What follows belongs to an exercise in optimizing a design on an open flow for small area, a short achievable clock period and few clock cycles per item; a production flow would make more cautious choices. Where RTL was checked, it was by simulation tests only, not by an equivalence proof against the original. Power is estimated from default activity; no workload was simulated.

Setup of alpha:
==> module one_shot_timer_bank, before the edit <==
module one_shot_timer_bank #(
    parameter int TIMER_COUNT = ostb_pkg::TIMER_COUNT_DEF,
    parameter int PERIOD_BITS = ostb_pkg::PERIOD_BITS_DEF
) (
    input  logic                            i_clk,
    input  logic                            i_rst_n,
    input  logic                            i_cfg_we,
    input  logic [ostb_pkg::PRESC_BITS-1:0] i_cfg_wdata,
    input  logic                            i_cmd_valid,
    output logic                            o_cmd_ready,
    input  logic [ostb_pkg::CMD_BITS-1:0]   i_cmd,
    input  logic [ostb_pkg::INDEX_BITS-1:0] i_cmd_index,
    input  logic [ostb_pkg::PERIOD_W-1:0]   i_cmd_period,
    input  logic                            i_cmd_cben,
    output logic                            o_res_valid,
    input  logic                            i_res_ready,
    output logic                            o_res_pass_done,
    output logic [ostb_pkg::MASK_BITS-1:0]  o_res_expired_mask,
    output logic [ostb_pkg::MASK_BITS-1:0]  o_res_fire_mask,
    output logic                            o_res_elapsed
);
    localparam int NT = 16;
    localparam int PB = 16;
    localparam logic [2:0] CMD_TICK       = 3'd0;
    localparam logic [2:0] CMD_CONFIGURE  = 3'd1;
    localparam logic [2:0] CMD_START      = 3'd2;
    localparam logic [2:0] CMD_STOP       = 3'd3;
    localparam logic [2:0] CMD_DEINIT     = 3'd4;
    localparam logic [2:0] CMD_CLEAR_FLAG = 3'd5;
    localparam logic [2:0] CMD_QUERY      = 3'd6;
    localparam logic [2:0] CMD_DEINIT_ALL = 3'd7;
    logic          r_rdy;
    logic [7:0]    r_limit;
    logic [7:0]    r_presc;
    logic          r_pn;        
    logic          n_pn;
    logic [PB-1:0] r_p [NT];    
    logic [PB-1:0] r_r [NT];    
    logic [NT-1:0] r_pnz;       
    logic [NT-1:0] r_rnz;       
    logic [NT-1:0] r_flag;
    logic [NT-1:0] r_cben;
    logic          r_ov, r_sv;
    logic          r_o_pass, r_o_el;
    logic [NT-1:0] r_o_exp, r_o_fire;
    logic          r_s_pass, r_s_el;
    logic [NT-1:0] r_s_exp;
    logic          acc;
    logic          c_tick, c_cfg, c_start, c_stop, c_deinit, c_clr, c_dall, c_keep;
    logic          pass;
    logic [NT-1:0] sel;
    logic [NT-1:0] active, last, expd, dec;
    logic [PB-1:0] zlo [NT];
    logic [NT-1:0] n_flag, n_pnz, n_rnz;
    logic          elapsed;
    logic          out_free, n_ov, n_sv;
    function automatic logic [PB-1:0] zeros_below(input logic [PB-1:0] v);
        logic [PB-1:0] z;
        z[0] = 1'b1;
        for (int k = 1; k < PB; k++) z[k] = z[k-1] & !v[k-1];
        zeros_below = z;
    endfunction
    assign acc = i_cmd_valid & r_rdy;
    always_comb begin
        c_tick   = acc && (i_cmd == CMD_TICK);
        c_cfg    = acc && (i_cmd == CMD_CONFIGURE);
        c_start  = acc && (i_cmd == CMD_START);
        c_stop   = acc && (i_cmd == CMD_STOP);
        c_deinit = acc && (i_cmd == CMD_DEINIT);
        c_clr    = acc && (i_cmd == CMD_CLEAR_FLAG);
        c_dall   = acc && (i_cmd == CMD_DEINIT_ALL);
        c_keep   = (i_cmd == CMD_TICK) || (i_cmd == CMD_START) ||
                   (i_cmd == CMD_STOP) || (i_cmd == CMD_QUERY);
        pass     = c_tick & r_pn;
        sel      = NT'(1) << i_cmd_index;
    end
    always_comb begin
        for (int t = 0; t < NT; t++) begin
            active[t] = r_pnz[t] & r_rnz[t];
            zlo[t]    = zeros_below(r_r[t]);
            last[t]   = active[t] & zlo[t][PB-1] & !r_r[t][PB-1];
            expd[t]   = pass & last[t];
            dec[t]    = pass & active[t];
            n_flag[t] = r_flag[t] | expd[t];
            n_pnz[t]  = r_pnz[t];
            n_rnz[t]  = r_rnz[t] & !expd[t];
            if (sel[t] & c_cfg) begin
                n_pnz[t]  = (i_cmd_period != '0);
                n_flag[t] = 1'b0;
            end
            if (sel[t] & c_start) n_rnz[t] = r_pnz[t];
            if (sel[t] & c_stop)  n_rnz[t] = 1'b0;
            if ((sel[t] & c_deinit) | c_dall) begin
                n_pnz[t]  = 1'b0;
                n_rnz[t]  = 1'b0;
                n_flag[t] = 1'b0;
            end
            if (sel[t] & c_clr) n_flag[t] = 1'b0;
        end
        elapsed = c_keep & (r_flag[i_cmd_index] | (pass & last[i_cmd_index]));
    end
    always_ff @(posedge i_clk) begin
        for (int t = 0; t < NT; t++) begin
            if (sel[t] & c_cfg) begin
                r_p[t]    <= i_cmd_period - PB'(1);
                r_cben[t] <= i_cmd_cben;
            end
            r_r[t] <= (sel[t] & c_start) ? r_p[t] : r_r[t] ^ ({PB{dec[t]}} & zlo[t]);
        end
    end
    always_comb begin
        out_free = !r_ov | i_res_ready;
        n_ov = r_ov;
        n_sv = r_sv;
        if (out_free) begin
            n_ov = r_sv | acc;
            n_sv = r_sv & acc;
        end else if (acc) begin
            n_sv = 1'b1;
        end
    end
    always_ff @(posedge i_clk) begin
        if (out_free) begin
            if (r_sv) begin
                r_o_pass <= r_s_pass;
                r_o_exp  <= r_s_exp;
                r_o_fire <= r_s_exp & r_cben;
                r_o_el   <= r_s_el;
            end else begin
                r_o_pass <= pass;
                r_o_exp  <= expd;
                r_o_fire <= expd & r_cben;
                r_o_el   <= elapsed;
            end
        end
        if (acc & !out_free) begin
            r_s_pass <= pass;
            r_s_exp  <= expd;
            r_s_el   <= elapsed;
        end
    end
    always_comb begin
        if (i_cfg_we)    n_pn = ({1'b0, r_presc} + 9'd1 >= {1'b0, i_cfg_wdata});
        else if (pass)   n_pn = (8'd1 >= r_limit);
        else if (c_tick) n_pn = ({1'b0, r_presc} + 9'd2 >= {1'b0, r_limit});
        else             n_pn = r_pn;
    end
    always_ff @(posedge i_clk) begin
        if (!i_rst_n) begin
            r_rdy   <= 1'b1;
            r_ov    <= 1'b0;
            r_sv    <= 1'b0;
            r_limit <= 8'd100;
            r_presc <= '0;
            r_pn    <= 1'b0;
            r_pnz   <= '0;
            r_rnz   <= '0;
            r_flag  <= '0;
        end else begin
            r_ov    <= n_ov;
            r_sv    <= n_sv;
            r_rdy   <= !(n_ov & n_sv);
            r_pnz   <= n_pnz;
            r_rnz   <= n_rnz;
            r_flag  <= n_flag;
            r_pn    <= n_pn;
            if (i_cfg_we) begin
                r_limit <= i_cfg_wdata;
            end
            if (c_tick) begin
                r_presc <= pass ? 8'd0 : r_presc + 8'd1;
            end
        end
    end
    assign o_cmd_ready        = r_rdy;
    assign o_res_valid        = r_ov;
    assign o_res_pass_done    = r_o_pass;
    assign o_res_expired_mask = r_o_exp;
    assign o_res_fire_mask    = r_o_fire;
    assign o_res_elapsed      = r_o_el;
endmodule
==> flow/config.mk <==
export PLATFORM = sky130hd
export DESIGN_NAME = one_shot_timer_bank
export DESIGN_NICKNAME = one_shot_timer_bank
export VERILOG_FILES = /design/flow/design.v
export SDC_FILE = /design/flow/constraint.sdc
export NUM_CORES = 4
export LEC_CHECK = 0
export ABC_AREA = 1
export CAP_MARGIN = 20
export CORE_MARGIN = 2
export CORE_UTILIZATION = 40
export CTS_CLUSTER_DIAMETER = 100
export CTS_CLUSTER_SIZE = 30
export PLACE_DENSITY = 0.6
export SETUP_SLACK_MARGIN = 2.7
export SLEW_MARGIN = 20
==> flow/constraint.sdc <==
create_clock -name core_clock -period 5.0 [get_ports {i_clk}]
set_input_delay 1.0000 -clock core_clock [delete_from_list [all_inputs] [get_ports {i_clk}]]
set_output_delay 1.0000 -clock core_clock [all_outputs]
set_load 0.01 [all_outputs]
run.sh (not shown) runs the stock make flow with config.mk's settings and CLKGATE_MAP_FILE= SYNTH_SCRIPT=/design/flow/synth_recipe.tcl, a recipe that flattens the netlist after the stock synthesis.
alpha | stages: all done | timing, DRC, antenna: all pass
Edits applied to the flow inputs when going from alpha to beta:
--- a/flow/design.v
+++ b/flow/design.v
@@ -98,14 +98,14 @@
     localparam logic [2:0] CMD_DEINIT_ALL = 3'd7;
     logic          r_rdy;
     logic [7:0]    r_limit;
     logic [7:0]    r_presc;
     logic          r_pn;        
     logic          n_pn;
-    logic [PB-1:0] r_p [NT];    
-    logic [PB-1:0] r_r [NT];    
+    logic [PB-1:0] r_p [NT];
+    logic [PB-1:0] r_r [NT];
     logic [NT-1:0] r_pnz;       
     logic [NT-1:0] r_rnz;       
     logic [NT-1:0] r_flag;
     logic [NT-1:0] r_cben;
     logic          r_ov, r_sv;
     logic          r_o_pass, r_o_el;
@@ -141,15 +141,15 @@
         pass     = c_tick & r_pn;
         sel      = NT'(1) << i_cmd_index;
     end
     always_comb begin
         for (int t = 0; t < NT; t++) begin
             active[t] = r_pnz[t] & r_rnz[t];
+            last[t]   = active[t] & (r_r[t] == PB'(1));
+            expd[t]   = pass & last[t];
             zlo[t]    = zeros_below(r_r[t]);
-            last[t]   = active[t] & zlo[t][PB-1] & !r_r[t][PB-1];
-            expd[t]   = pass & last[t];
             dec[t]    = pass & active[t];
             n_flag[t] = r_flag[t] | expd[t];
             n_pnz[t]  = r_pnz[t];
             n_rnz[t]  = r_rnz[t] & !expd[t];
             if (sel[t] & c_cfg) begin
                 n_pnz[t]  = (i_cmd_period != '0);
@@ -166,13 +166,13 @@
         end
         elapsed = c_keep & (r_flag[i_cmd_index] | (pass & last[i_cmd_index]));
     end
     always_ff @(posedge i_clk) begin
         for (int t = 0; t < NT; t++) begin
             if (sel[t] & c_cfg) begin
-                r_p[t]    <= i_cmd_period - PB'(1);
+                r_p[t]    <= i_cmd_period;
                 r_cben[t] <= i_cmd_cben;
             end
             r_r[t] <= (sel[t] & c_start) ? r_p[t] : r_r[t] ^ ({PB{dec[t]}} & zlo[t]);
         end
     end
     always_comb begin
==> comparison <==
In beta relative to alpha, number of non-clock inverters in the layout had gone up by a few percent.
Against alpha, largest voltage drop on the vdd net in beta came out worse.
Summary of beta over alpha: power up 2.3%; standby leakage power rose by 0.97%; count of cells resized by post-cts repair saw a decrease; hold slack down 7.8 ps.
The final clock period utilization by the worst path of beta and that of alpha are within noise of each other.
Testbench counts of beta, summed over its fixed seeds: cycles 4,808, items 4,800.
Function not checked in alpha: the RTL went through the layout flow alone.

* * *

The RTL this note starts from:
==> flow/design.v <==
package ostb_pkg;
    localparam int TIMER_COUNT_DEF = 16;
    localparam int PERIOD_BITS_DEF = 16;
    localparam int CMD_BITS    = 3;
    localparam int INDEX_BITS  = 4;
    localparam int PERIOD_W    = 16;
    localparam int MASK_BITS   = 16;
    localparam int PRESC_BITS  = 8;
    localparam logic [PRESC_BITS-1:0] PRESCALE_RESET = 8'd100;
    typedef enum logic [CMD_BITS-1:0] {
        CMD_TICK       = 3'd0,
        CMD_CONFIGURE  = 3'd1,
        CMD_START      = 3'd2,
        CMD_STOP       = 3'd3,
        CMD_DEINIT     = 3'd4,
        CMD_CLEAR_FLAG = 3'd5,
        CMD_QUERY      = 3'd6,
        CMD_DEINIT_ALL = 3'd7
    } t_cmd;
    typedef enum logic [2:0] {
        S_IDLE,
        S_EXEC,
        S_START_WR,
        S_PASS,
        S_FINISH
    } t_state;
    typedef struct packed {
        logic active;    
        logic expired;   
    } t_step;
endpackage
module ostb_ram #(
    parameter int WIDTH = 16,
    parameter int DEPTH = 16,
    localparam int AW   = (DEPTH > 1) ? $clog2(DEPTH) : 1
) (
    input  logic             i_clk,
    input  logic             i_we,
    input  logic [AW-1:0]    i_waddr,
    input  logic [WIDTH-1:0] i_wdata,
    input  logic [AW-1:0]    i_raddr,
    output logic [WIDTH-1:0] o_rdata
);
    logic [WIDTH-1:0] r_mem [DEPTH];
    logic [WIDTH-1:0] r_rdata;
    always_ff @(posedge i_clk) begin
        if (i_we) begin
            r_mem[i_waddr] <= i_wdata;
        end
        r_rdata <= r_mem[i_raddr];
    end
    assign o_rdata = r_rdata;
endmodule
module ostb_step #(
    parameter int PERIOD_BITS = 16
) (
    input  logic [PERIOD_BITS-1:0] i_period,
    input  logic [PERIOD_BITS-1:0] i_remaining,
    output logic [PERIOD_BITS-1:0] o_remaining,
    output ostb_pkg::t_step        o_res
);
    always_comb begin
        o_res.active  = (i_period != '0) && (i_remaining != '0);
        o_remaining   = i_remaining - PERIOD_BITS'(1);
        o_res.expired = o_res.active && (o_remaining == '0);
    end
endmodule
module one_shot_timer_bank #(
    parameter int TIMER_COUNT = ostb_pkg::TIMER_COUNT_DEF,
    parameter int PERIOD_BITS = ostb_pkg::PERIOD_BITS_DEF
) (
    input  logic                            i_clk,
    input  logic                            i_rst_n,
    input  logic                            i_cfg_we,
    input  logic [ostb_pkg::PRESC_BITS-1:0] i_cfg_wdata,
    input  logic                            i_cmd_valid,
    output logic                            o_cmd_ready,
    input  logic [ostb_pkg::CMD_BITS-1:0]   i_cmd,
    input  logic [ostb_pkg::INDEX_BITS-1:0] i_cmd_index,
    input  logic [ostb_pkg::PERIOD_W-1:0]   i_cmd_period,
    input  logic                            i_cmd_cben,
    output logic                            o_res_valid,
    input  logic                            i_res_ready,
    output logic                            o_res_pass_done,
    output logic [ostb_pkg::MASK_BITS-1:0]  o_res_expired_mask,
    output logic [ostb_pkg::MASK_BITS-1:0]  o_res_fire_mask,
    output logic                            o_res_elapsed
);
    localparam int NT = 16;
    localparam int PB = 16;
    localparam logic [2:0] CMD_TICK       = 3'd0;
    localparam logic [2:0] CMD_CONFIGURE  = 3'd1;
    localparam logic [2:0] CMD_START      = 3'd2;
    localparam logic [2:0] CMD_STOP       = 3'd3;
    localparam logic [2:0] CMD_DEINIT     = 3'd4;
    localparam logic [2:0] CMD_CLEAR_FLAG = 3'd5;
    localparam logic [2:0] CMD_QUERY      = 3'd6;
    localparam logic [2:0] CMD_DEINIT_ALL = 3'd7;
    logic          r_rdy;
    logic [7:0]    r_limit;
    logic [7:0]    r_presc;
    logic          r_pn;        
    logic          n_pn;
    logic [PB-1:0] r_p [NT];    
    logic [PB-1:0] r_r [NT];    
    logic [NT-1:0] r_pnz;       
    logic [NT-1:0] r_rnz;       
    logic [NT-1:0] r_flag;
    logic [NT-1:0] r_cben;
    logic          r_ov, r_sv;
    logic          r_o_pass, r_o_el;
    logic [NT-1:0] r_o_exp, r_o_fire;
    logic          r_s_pass, r_s_el;
    logic [NT-1:0] r_s_exp;
    logic          acc;
    logic          c_tick, c_cfg, c_start, c_stop, c_deinit, c_clr, c_dall, c_keep;
    logic          pass;
    logic [NT-1:0] sel;
    logic [NT-1:0] active, last, expd, dec;
    logic [PB-1:0] zlo [NT];
    logic [NT-1:0] n_flag, n_pnz, n_rnz;
    logic          elapsed;
    logic          out_free, n_ov, n_sv;
    function automatic logic [PB-1:0] zeros_below(input logic [PB-1:0] v);
        logic [PB-1:0] z;
        z[0] = 1'b1;
        for (int k = 1; k < PB; k++) z[k] = z[k-1] & !v[k-1];
        zeros_below = z;
    endfunction
    assign acc = i_cmd_valid & r_rdy;
    always_comb begin
        c_tick   = acc && (i_cmd == CMD_TICK);
        c_cfg    = acc && (i_cmd == CMD_CONFIGURE);
        c_start  = acc && (i_cmd == CMD_START);
        c_stop   = acc && (i_cmd == CMD_STOP);
        c_deinit = acc && (i_cmd == CMD_DEINIT);
        c_clr    = acc && (i_cmd == CMD_CLEAR_FLAG);
        c_dall   = acc && (i_cmd == CMD_DEINIT_ALL);
        c_keep   = (i_cmd == CMD_TICK) || (i_cmd == CMD_START) ||
                   (i_cmd == CMD_STOP) || (i_cmd == CMD_QUERY);
        pass     = c_tick & r_pn;
        sel      = NT'(1) << i_cmd_index;
    end
    always_comb begin
        for (int t = 0; t < NT; t++) begin
            active[t] = r_pnz[t] & r_rnz[t];
            zlo[t]    = zeros_below(r_r[t]);
            last[t]   = active[t] & zlo[t][PB-1] & !r_r[t][PB-1];
            expd[t]   = pass & last[t];
            dec[t]    = pass & active[t];
            n_flag[t] = r_flag[t] | expd[t];
            n_pnz[t]  = r_pnz[t];
            n_rnz[t]  = r_rnz[t] & !expd[t];
            if (sel[t] & c_cfg) begin
                n_pnz[t]  = (i_cmd_period != '0);
                n_flag[t] = 1'b0;
            end
            if (sel[t] & c_start) n_rnz[t] = r_pnz[t];
            if (sel[t] & c_stop)  n_rnz[t] = 1'b0;
            if ((sel[t] & c_deinit) | c_dall) begin
                n_pnz[t]  = 1'b0;
                n_rnz[t]  = 1'b0;
                n_flag[t] = 1'b0;
            end
            if (sel[t] & c_clr) n_flag[t] = 1'b0;
        end
        elapsed = c_keep & (r_flag[i_cmd_index] | (pass & last[i_cmd_index]));
    end
    always_ff @(posedge i_clk) begin
        for (int t = 0; t < NT; t++) begin
            if (sel[t] & c_cfg) begin
                r_p[t]    <= i_cmd_period - PB'(1);
                r_cben[t] <= i_cmd_cben;
            end
            r_r[t] <= (sel[t] & c_start) ? r_p[t] : r_r[t] ^ ({PB{dec[t]}} & zlo[t]);
        end
    end
    always_comb begin
        out_free = !r_ov | i_res_ready;
        n_ov = r_ov;
        n_sv = r_sv;
        if (out_free) begin
            n_ov = r_sv | acc;
            n_sv = r_sv & acc;
        end else if (acc) begin
            n_sv = 1'b1;
        end
    end
    always_ff @(posedge i_clk) begin
        if (out_free) begin
            if (r_sv) begin
                r_o_pass <= r_s_pass;
                r_o_exp  <= r_s_exp;
                r_o_fire <= r_s_exp & r_cben;
                r_o_el   <= r_s_el;
            end else begin
                r_o_pass <= pass;
                r_o_exp  <= expd;
                r_o_fire <= expd & r_cben;
                r_o_el   <= elapsed;
            end
        end
        if (acc & !out_free) begin
            r_s_pass <= pass;
            r_s_exp  <= expd;
            r_s_el   <= elapsed;
        end
    end
    always_comb begin
        if (i_cfg_we)    n_pn = ({1'b0, r_presc} + 9'd1 >= {1'b0, i_cfg_wdata});
        else if (pass)   n_pn = (8'd1 >= r_limit);
        else if (c_tick) n_pn = ({1'b0, r_presc} + 9'd2 >= {1'b0, r_limit});
        else             n_pn = r_pn;
    end
    always_ff @(posedge i_clk) begin
        if (!i_rst_n) begin
            r_rdy   <= 1'b1;
            r_ov    <= 1'b0;
            r_sv    <= 1'b0;
            r_limit <= 8'd100;
            r_presc <= '0;
            r_pn    <= 1'b0;
            r_pnz   <= '0;
            r_rnz   <= '0;
            r_flag  <= '0;
        end else begin
            r_ov    <= n_ov;
            r_sv    <= n_sv;
            r_rdy   <= !(n_ov & n_sv);
            r_pnz   <= n_pnz;
            r_rnz   <= n_rnz;
            r_flag  <= n_flag;
            r_pn    <= n_pn;
            if (i_cfg_we) begin
                r_limit <= i_cfg_wdata;
            end
            if (c_tick) begin
                r_presc <= pass ? 8'd0 : r_presc + 8'd1;
            end
        end
    end
    assign o_cmd_ready        = r_rdy;
    assign o_res_valid        = r_ov;
    assign o_res_pass_done    = r_o_pass;
    assign o_res_expired_mask = r_o_exp;
    assign o_res_fire_mask    = r_o_fire;
    assign o_res_elapsed      = r_o_el;
endmodule
clock: 5.0 ns
lec_check: 0
abc_area: 1
cap_margin: 20
core_margin: 2
core_utilization: 40
cts_cluster_diameter: 100
cts_cluster_size: 30
place_density: 0.6
setup_slack_margin: 2.8
slew_margin: 20
Then changed:
--- a/flow/design.v
+++ b/flow/design.v
@@ -101,8 +101,8 @@
     logic [7:0]    r_presc;
     logic          r_pn;        
     logic          n_pn;
-    logic [PB-1:0] r_p [NT];    
-    logic [PB-1:0] r_r [NT];    
+    logic [PB-1:0] r_p [NT];
+    logic [PB-1:0] r_r [NT];
     logic [NT-1:0] r_pnz;       
     logic [NT-1:0] r_rnz;       
     logic [NT-1:0] r_flag;
@@ -144,9 +144,9 @@
     always_comb begin
         for (int t = 0; t < NT; t++) begin
             active[t] = r_pnz[t] & r_rnz[t];
+            last[t]   = active[t] & (r_r[t] == PB'(1));
+            expd[t]   = pass & last[t];
             zlo[t]    = zeros_below(r_r[t]);
-            last[t]   = active[t] & zlo[t][PB-1] & !r_r[t][PB-1];
-            expd[t]   = pass & last[t];
             dec[t]    = pass & active[t];
             n_flag[t] = r_flag[t] | expd[t];
             n_pnz[t]  = r_pnz[t];
@@ -169,7 +169,7 @@
     always_ff @(posedge i_clk) begin
         for (int t = 0; t < NT; t++) begin
             if (sel[t] & c_cfg) begin
-                r_p[t]    <= i_cmd_period - PB'(1);
+                r_p[t]    <= i_cmd_period;
                 r_cben[t] <= i_cmd_cben;
             end
             r_r[t] <= (sel[t] & c_start) ? r_p[t] : r_r[t] ^ ({PB{dec[t]}} & zlo[t]);
What happened: The changed run produced a clean layout. Maximum frequency grows by 1.7%. Setup slack gets better by 0.037 ns. Die area rose by 1.7%. Final area came out lower by about 1%. Via count goes up by 3.6%. Area after synthesis rose by about 1.7%. Clock-buffer cell count came out lower by 4.
Testbench counts after the change, summed over its fixed seeds: cycles 4,808, items 4,800.
Function not checked in the first run of this note: the RTL went through the layout flow alone.

## what the ideal ports hide
The flow's constraints put no driver on any port. The routed layouts listed below were extracted and timed again, unchanged, in two steps.
Step 1 sets driving cells, clkbuf_16 on the clock port and buf_2 on the other inputs (assumed; they add their load-dependent delay and slew).
Step 2 adds t to the input delays and takes it off the output delays; t is the mean of the earliest and latest rising clock arrival at the registers after step 1. Input paths then give back, and output paths get back, about the clock's delay inside the block.
Slacks: ideal ports / drivers / drivers and shift; pairs: ideal ports / drivers.
run | t, ns | setup slack, ns | clock arrival spread, ns
alpha | 0.673 | 2.708 / 2.676 / 2.061 | 0.046 / 0.045
beta | 0.673 | 2.703 / 2.643 / 2.068 | 0.027 / 0.028
the first run of note 2 | 0.664 | 2.745 / 2.768 / 2.104 | 0.038 / 0.038
the second run of note 2 | 0.672 | 2.782 / 2.730 / 2.120 | 0.031 / 0.030
After both steps setup and hold are still met in every run listed. The setup slack of the second run of note 2, which loses most, moves by -0.052 ns with the drivers and by -0.662 ns with both steps.
